This design comes from an exercise in tuning for small area, a short achievable clock period and few clock cycles on the open sky130 flow, not from production work.
The RTL was checked by simulation tests, not by an equivalence proof against the original design.
Power figures rest on the tool's default switching activity, not on a simulated workload.

the baseline:
==> flow/design.v <==
`timescale 1ns/1ps
module tag_store_top (
  input  logic                   clk_i,
  input  logic                   rst_i,
  input  logic [(1 + 4 + $clog2(16) + 8 + 1)-1:0]   req_i,
  input  logic                   valid_i,
  output logic                   ready_o,
  input  logic [4-1:0]    lock_i,
  output logic [(4 + 2 + 8)-1:0]   res_o,
  output logic                   valid_o,
  input  logic                   ready_i
);
  localparam int QD = 4;    
  function automatic logic [3:0] victim_oh(input logic [3:0] elig,
                                           input logic [3:0] valid,
                                           input logic [1:0] ptr);
    logic [3:0] free, rot, r0, r1, r2, r3;
    free = elig & ~valid;
    r0 = elig[0] ? 4'b0001 : elig[1] ? 4'b0010 : elig[2] ? 4'b0100 : elig[3] ? 4'b1000 : 4'b0000;
    r1 = elig[1] ? 4'b0010 : elig[2] ? 4'b0100 : elig[3] ? 4'b1000 : elig[0] ? 4'b0001 : 4'b0000;
    r2 = elig[2] ? 4'b0100 : elig[3] ? 4'b1000 : elig[0] ? 4'b0001 : elig[1] ? 4'b0010 : 4'b0000;
    r3 = elig[3] ? 4'b1000 : elig[0] ? 4'b0001 : elig[1] ? 4'b0010 : elig[2] ? 4'b0100 : 4'b0000;
    case (ptr)
      2'd0:    rot = r0;
      2'd1:    rot = r1;
      2'd2:    rot = r2;
      default: rot = r3;
    endcase
    if (free[0])      victim_oh = 4'b0001;
    else if (free[1]) victim_oh = 4'b0010;
    else if (free[2]) victim_oh = 4'b0100;
    else if (free[3]) victim_oh = 4'b1000;
    else              victim_oh = rot;
  endfunction
  logic       rdy_q;
  logic [2:0] cnt_q;
  logic       accept;
  logic       pop;
  logic [2:0] cnt_next;
  assign accept   = valid_i & rdy_q;
  assign pop      = valid_o & ready_i;
  assign cnt_next = cnt_q + {2'b0, accept} - {2'b0, pop};
  always_ff @(posedge clk_i) begin
    if (rst_i) begin
      cnt_q <= '0;
      rdy_q <= 1'b1;
    end else begin
      cnt_q <= cnt_next;
      rdy_q <= cnt_next < 3'(QD);
    end
  end
  assign ready_o = rdy_q;
  logic        a_v;
  logic [17:0] a_req;
  logic [3:0]  a_lock;
  logic [15:0] a_sel;
  always_ff @(posedge clk_i) begin
    if (rst_i) a_v <= 1'b0;
    else       a_v <= accept;
    a_req  <= req_i;
    a_lock <= lock_i;
    for (int s = 0; s < 16; s++) a_sel[s] <= (req_i[12:9] == 4'(s));
  end
  logic [3:0] a_ind, a_idx, a_elig;
  logic [7:0] a_tag;
  assign a_ind  = a_req[16:13];
  assign a_idx  = a_req[12:9];
  assign a_tag  = a_req[8:1];
  assign a_elig = a_ind & ~a_lock;
  logic [3:0]  m_valid [16];
  logic [3:0]  m_dirty [16];
  logic [1:0]  m_ptr   [16];
  logic [7:0]  m_tag   [16][4];
  logic [3:0]  rd_valid, rd_dirty;
  logic [7:0]  rd_tag [4];
  logic [1:0]  rd_ptr;
  always_comb begin
    rd_valid = '0;
    rd_dirty = '0;
    rd_ptr   = '0;
    for (int w = 0; w < 4; w++) rd_tag[w] = '0;
    for (int s = 0; s < 16; s++) begin
      rd_valid = rd_valid | ({4{a_sel[s]}} & m_valid[s]);
      rd_dirty = rd_dirty | ({4{a_sel[s]}} & m_dirty[s]);
      rd_ptr   = rd_ptr   | ({2{a_sel[s]}} & m_ptr[s]);
      for (int w = 0; w < 4; w++) rd_tag[w] = rd_tag[w] | ({8{a_sel[s]}} & m_tag[s][w]);
    end
  end
  logic        b_v, b_flush, b_dirty, b_same, b_found;
  logic [3:0]  b_ind, b_idx, b_fsoh;
  logic [7:0]  b_tag;
  logic [3:0]  b_hit0, b_hitk, b_vic0, b_ahitx;
  logic        b_ahit0;
  logic [3:0]  hit0_n, hitk_n;
  logic [3:0]  b_vick [4];
  logic [3:0]  b_valid0, b_dirtyv;
  logic [1:0]  b_ptr;
  logic [7:0]  b_tags [4];
  logic        same_n, eq_prev;
  logic [3:0]  v0, fsoh;
  assign same_n  = b_v && (b_idx == a_idx);
  assign eq_prev = (b_tag == a_tag);
  assign v0      = rd_valid & ~((same_n && b_flush) ? b_ind : 4'b0);
  always_comb begin
    if (a_ind[0])      fsoh = 4'b0001;
    else if (a_ind[1]) fsoh = 4'b0010;
    else if (a_ind[2]) fsoh = 4'b0100;
    else if (a_ind[3]) fsoh = 4'b1000;
    else               fsoh = 4'b0001;
  end
  always_comb begin
    for (int w = 0; w < 4; w++) begin
      hit0_n[w] = a_ind[w] & v0[w] & (rd_tag[w] == a_tag);
      hitk_n[w] = a_ind[w] & eq_prev;
    end
  end
  always_ff @(posedge clk_i) begin
    if (rst_i) b_v <= 1'b0;
    else       b_v <= a_v;
    b_flush  <= a_req[17];
    b_ind    <= a_ind;
    b_idx    <= a_idx;
    b_tag    <= a_tag;
    b_dirty  <= a_req[0];
    b_same   <= same_n;
    b_found  <= |a_elig;
    b_fsoh   <= fsoh;
    b_hit0   <= hit0_n;
    b_hitk   <= hitk_n;
    b_ahit0  <= |hit0_n;
    for (int k = 0; k < 4; k++) begin
      b_ahitx[k] <= (|(hit0_n & ~(4'b0001 << k))) | hitk_n[k];
      b_tags[k]  <= rd_tag[k];
    end
    b_vic0   <= victim_oh(a_elig, v0, rd_ptr);
    for (int k = 0; k < 4; k++)
      b_vick[k] <= victim_oh(a_elig, rd_valid | (4'b0001 << k), 2'(k + 1));
    b_valid0 <= v0;
    b_dirtyv <= rd_dirty;
    b_ptr    <= rd_ptr;
  end
  logic [3:0]  w_valid, w_dirty, w_mod;
  logic        w_any;
  logic [1:0]  w_ptr;
  logic [7:0]  w_tag;
  logic [3:0]  ms, hit, vic_oh, c_valid, c_dirty;
  logic [1:0]  c_ptr, vic;
  logic [7:0]  c_tag [4];
  logic        any_hit, hit_dirty;
  always_comb begin
    for (int w = 0; w < 4; w++) begin
      ms[w]    = b_same & w_mod[w];
      hit[w]   = ms[w] ? b_hitk[w] : b_hit0[w];
      c_tag[w] = ms[w] ? w_tag : b_tags[w];
    end
    if (b_same && w_any) any_hit = |(w_mod & b_ahitx);
    else                 any_hit = b_ahit0;
    vic_oh  = b_vic0;
    if (|ms) begin
      vic_oh = '0;
      for (int k = 0; k < 4; k++) vic_oh = vic_oh | ({4{w_mod[k]}} & b_vick[k]);
    end
    c_valid = b_same ? w_valid : b_valid0;
    c_dirty = b_same ? w_dirty : b_dirtyv;
    c_ptr   = b_same ? w_ptr   : b_ptr;
    hit_dirty = (hit[0] & c_dirty[0]) |
                (~hit[0] & hit[1] & c_dirty[1]) |
                (~hit[0] & ~hit[1] & hit[2] & c_dirty[2]) |
                (~hit[0] & ~hit[1] & ~hit[2] & c_dirty[3]);
  end
  assign vic = {vic_oh[3] | vic_oh[2], vic_oh[3] | vic_oh[1]};
  logic        lookup, refill, dirty_upd;
  logic [3:0]  refill_oh, n_valid, n_dirty, sel_oh, ev_oh;
  logic [1:0]  n_ptr;
  logic [13:0] c_res;
  logic [7:0]  etag;
  assign lookup    = ~b_flush;
  assign refill    = lookup & ~any_hit & b_found;
  assign refill_oh = {4{refill}} & vic_oh;
  assign dirty_upd = lookup & any_hit & b_dirty & ~hit_dirty;
  always_comb begin
    if (b_flush)     n_valid = c_valid & ~b_ind;
    else             n_valid = c_valid | refill_oh;
    if (dirty_upd)   n_dirty = c_dirty | hit;
    else if (refill) n_dirty = (c_dirty & ~vic_oh) | (vic_oh & {4{b_dirty}});
    else             n_dirty = c_dirty;
    n_ptr = refill ? vic + 2'd1 : c_ptr;
  end
  assign sel_oh = b_flush ? b_fsoh : vic_oh;
  assign ev_oh  = sel_oh & c_valid;
  always_comb begin
    etag = '0;
    for (int w = 0; w < 4; w++) etag = etag | ({8{ev_oh[w]}} & c_tag[w]);
    c_res = '0;
    if (lookup && any_hit) begin
      c_res[13:10] = hit;
      c_res[9]     = 1'b1;
    end else if (b_flush || b_found) begin
      c_res[13:10] = b_flush ? b_ind : vic_oh;
      c_res[8]     = |(ev_oh & c_dirty);
      c_res[7:0]   = etag;
    end
  end
  always_ff @(posedge clk_i) begin
    w_valid <= n_valid;
    w_dirty <= n_dirty;
    w_ptr   <= n_ptr;
    w_mod   <= refill_oh;
    w_any   <= refill;
    w_tag   <= b_tag;
  end
  always_ff @(posedge clk_i) begin
    for (int s = 0; s < 16; s++) begin
      if (rst_i) begin
        m_valid[s] <= '0;
        m_ptr[s]   <= '0;
      end else if (b_v && (b_idx == 4'(s))) begin
        m_valid[s] <= n_valid;
        m_ptr[s]   <= n_ptr;
      end
      if (b_v && (b_idx == 4'(s))) begin
        m_dirty[s] <= n_dirty;
        for (int w = 0; w < 4; w++)
          if (refill_oh[w]) m_tag[s][w] <= b_tag;
      end
    end
  end
  logic [13:0] q [QD];
  logic [2:0]  qn_q;
  logic        vo_q;
  logic [2:0]  qn_next;
  assign qn_next = qn_q + {2'b0, b_v} - {2'b0, pop};
  always_ff @(posedge clk_i) begin
    if (rst_i) begin
      qn_q <= '0;
      vo_q <= 1'b0;
    end else begin
      qn_q <= qn_next;
      vo_q <= qn_next != 3'd0;
    end
    for (int i = 0; i < QD; i++) begin
      if (pop) begin
        if (b_v && (qn_q == 3'(i + 1))) q[i] <= c_res;
        else if (i < QD - 1)            q[i] <= q[(i + 1) % QD];
      end else if (b_v && (qn_q == 3'(i))) begin
        q[i] <= c_res;
      end
    end
  end
  assign valid_o = vo_q;
  assign res_o   = q[0];
endmodule
export LEC_CHECK = 0
export ABC_CLOCK_PERIOD_IN_PS = 2500
export CAP_MARGIN = 20
export CORE_MARGIN = 2
export CORE_UTILIZATION = 40
export CTS_BUF_LIST = sky130_fd_sc_hd__clkbuf_16
export CTS_CLUSTER_DIAMETER = 80
export CTS_CLUSTER_SIZE = 30
export SETUP_SLACK_MARGIN = 4.5
export SLEW_MARGIN = 20
create_clock -name core_clock -period 7.0 [get_ports {clk_i}]
run.sh (not shown) runs the stock make flow with config.mk's settings and CLKGATE_MAP_FILE= SYNTH_SCRIPT=/design/flow/synth_recipe.tcl, a recipe that flattens the netlist after the stock synthesis.
The baseline finished every step from synthesis to the final layout, and the layout passed the timing, design-rule and antenna checks.
Testbench counts of the baseline, summed over its fixed seeds: cycles 12,024.
diff inputs: the baseline => the candidate
diff --git a/flow/design.v b/flow/design.v
--- a/flow/design.v
+++ b/flow/design.v
@@ -87,31 +87,23 @@
     end
   end
   logic        b_v, b_flush, b_dirty, b_same, b_found;
-  logic [3:0]  b_ind, b_idx, b_fsoh;
+  logic [3:0]  b_ind, b_idx;
   logic [7:0]  b_tag;
-  logic [3:0]  b_hit0, b_hitk, b_vic0, b_ahitx;
-  logic        b_ahit0;
-  logic [3:0]  hit0_n, hitk_n;
+  logic [3:0]  b_hit0, b_vic0;
+  logic        b_eqprev;
+  logic [3:0]  hit0_n;
   logic [3:0]  b_vick [4];
   logic [3:0]  b_valid0, b_dirtyv;
   logic [1:0]  b_ptr;
   logic [7:0]  b_tags [4];
   logic        same_n, eq_prev;
-  logic [3:0]  v0, fsoh;
+  logic [3:0]  v0;
   assign same_n  = b_v && (b_idx == a_idx);
   assign eq_prev = (b_tag == a_tag);
   assign v0      = rd_valid & ~((same_n && b_flush) ? b_ind : 4'b0);
   always_comb begin
-    if (a_ind[0])      fsoh = 4'b0001;
-    else if (a_ind[1]) fsoh = 4'b0010;
-    else if (a_ind[2]) fsoh = 4'b0100;
-    else if (a_ind[3]) fsoh = 4'b1000;
-    else               fsoh = 4'b0001;
-  end
-  always_comb begin
     for (int w = 0; w < 4; w++) begin
       hit0_n[w] = a_ind[w] & v0[w] & (rd_tag[w] == a_tag);
-      hitk_n[w] = a_ind[w] & eq_prev;
     end
   end
   always_ff @(posedge clk_i) begin
@@ -124,14 +116,9 @@
     b_dirty  <= a_req[0];
     b_same   <= same_n;
     b_found  <= |a_elig;
-    b_fsoh   <= fsoh;
     b_hit0   <= hit0_n;
-    b_hitk   <= hitk_n;
-    b_ahit0  <= |hit0_n;
-    for (int k = 0; k < 4; k++) begin
-      b_ahitx[k] <= (|(hit0_n & ~(4'b0001 << k))) | hitk_n[k];
-      b_tags[k]  <= rd_tag[k];
-    end
+    b_eqprev <= eq_prev;
+    for (int k = 0; k < 4; k++) b_tags[k] <= rd_tag[k];
     b_vic0   <= victim_oh(a_elig, v0, rd_ptr);
     for (int k = 0; k < 4; k++)
       b_vick[k] <= victim_oh(a_elig, rd_valid | (4'b0001 << k), 2'(k + 1));
@@ -140,7 +127,6 @@
     b_ptr    <= rd_ptr;
   end
   logic [3:0]  w_valid, w_dirty, w_mod;
-  logic        w_any;
   logic [1:0]  w_ptr;
   logic [7:0]  w_tag;
   logic [3:0]  ms, hit, vic_oh, c_valid, c_dirty;
@@ -150,11 +136,10 @@
   always_comb begin
     for (int w = 0; w < 4; w++) begin
       ms[w]    = b_same & w_mod[w];
-      hit[w]   = ms[w] ? b_hitk[w] : b_hit0[w];
+      hit[w]   = ms[w] ? (b_ind[w] & b_eqprev) : b_hit0[w];
       c_tag[w] = ms[w] ? w_tag : b_tags[w];
     end
-    if (b_same && w_any) any_hit = |(w_mod & b_ahitx);
-    else                 any_hit = b_ahit0;
+    any_hit = |hit;
     vic_oh  = b_vic0;
     if (|ms) begin
       vic_oh = '0;
@@ -186,7 +171,9 @@
     else             n_dirty = c_dirty;
     n_ptr = refill ? vic + 2'd1 : c_ptr;
   end
-  assign sel_oh = b_flush ? b_fsoh : vic_oh;
+  logic [3:0]  fsoh;
+  assign fsoh   = {b_ind[3] & ~|b_ind[2:0], b_ind[2] & ~|b_ind[1:0], b_ind[1] & ~b_ind[0], ~|b_ind[3:1] | b_ind[0]};
+  assign sel_oh = b_flush ? fsoh : vic_oh;
   assign ev_oh  = sel_oh & c_valid;
   always_comb begin
     etag = '0;
@@ -206,17 +193,13 @@
     w_dirty <= n_dirty;
     w_ptr   <= n_ptr;
     w_mod   <= refill_oh;
-    w_any   <= refill;
     w_tag   <= b_tag;
   end
   always_ff @(posedge clk_i) begin
     for (int s = 0; s < 16; s++) begin
-      if (rst_i) begin
-        m_valid[s] <= '0;
-        m_ptr[s]   <= '0;
-      end else if (b_v && (b_idx == 4'(s))) begin
-        m_valid[s] <= n_valid;
-        m_ptr[s]   <= n_ptr;
+      if (rst_i || (b_v && (b_idx == 4'(s)))) begin
+        m_valid[s] <= n_valid & {4{~rst_i}};
+        m_ptr[s]   <= n_ptr & {2{~rst_i}};
       end
       if (b_v && (b_idx == 4'(s))) begin
         m_dirty[s] <= n_dirty;
@@ -239,7 +222,9 @@
       vo_q <= qn_next != 3'd0;
     end
     for (int i = 0; i < QD; i++) begin
-      if (pop) begin
+      if (rst_i && (i == 0)) begin
+        q[i] <= '0;
+      end else if (pop) begin
         if (b_v && (qn_q == 3'(i + 1))) q[i] <= c_res;
         else if (i < QD - 1)            q[i] <= q[(i + 1) % QD];
       end else if (b_v && (qn_q == 3'(i))) begin
[summary]
Routed wire length per instance up 0.52 um in the candidate wrt the baseline. The baseline -> the candidate: die area decreased slightly. Reported for the candidate and the baseline, total of endpoints with negative setup slack in the final report turned out identical to the last digit. From the baseline to the candidate the numbers moved as follows: met2 usage in global routing down 2.2 points; portion of the layout cell area used by non-clock buffers down 0.59 points; switching power summed over all nets up 5.8%. Between the candidate and the baseline, the combinational group share of total power figures differ only marginally. Global-route usage: the candidate vs the baseline, no meaningful difference. The candidate against the baseline: multi-input combinational cell count shrank by 152, setup slack grew by 0.091 ns, final critical delay including setup and external delays shrank by 0.091 ns.
Testbench counts of the candidate, summed over its fixed seeds: cycles 12,024.

[afterwards: timing with drivers on the ports]
How much do the figures lean on ideal ports? The routed layouts below were timed once more, with nothing changed but the port constraints.
Step 1: set_driving_cell puts a clkbuf_16 on clk_i and a buf_2 on each other input, an assumption about the parent block.
Step 2 times the ports against the registers' clock, not the clock port: input delays grow and output delays shrink by t, the midpoint of the rising clock arrivals with the driver on.
Slacks: ideal / step 1 / step 2; pairs: ideal / step 1.
| run | t (ns) | setup WS [ns] | worst setup path at the end | worst data-port slew with drivers (ns) |
|---|---|---|---|---|
| the baseline | 0.679 | 4.407 / 4.377 / 3.914 | input to register | 0.06 |
| the candidate | 0.673 | 4.498 / 4.439 / 3.866 | input to register | 0.04 |
After both steps setup and hold are still met in every run listed. For the candidate, which loses most, drivers alone change the setup slack by -0.059 ns; drivers and shift together by -0.632 ns.
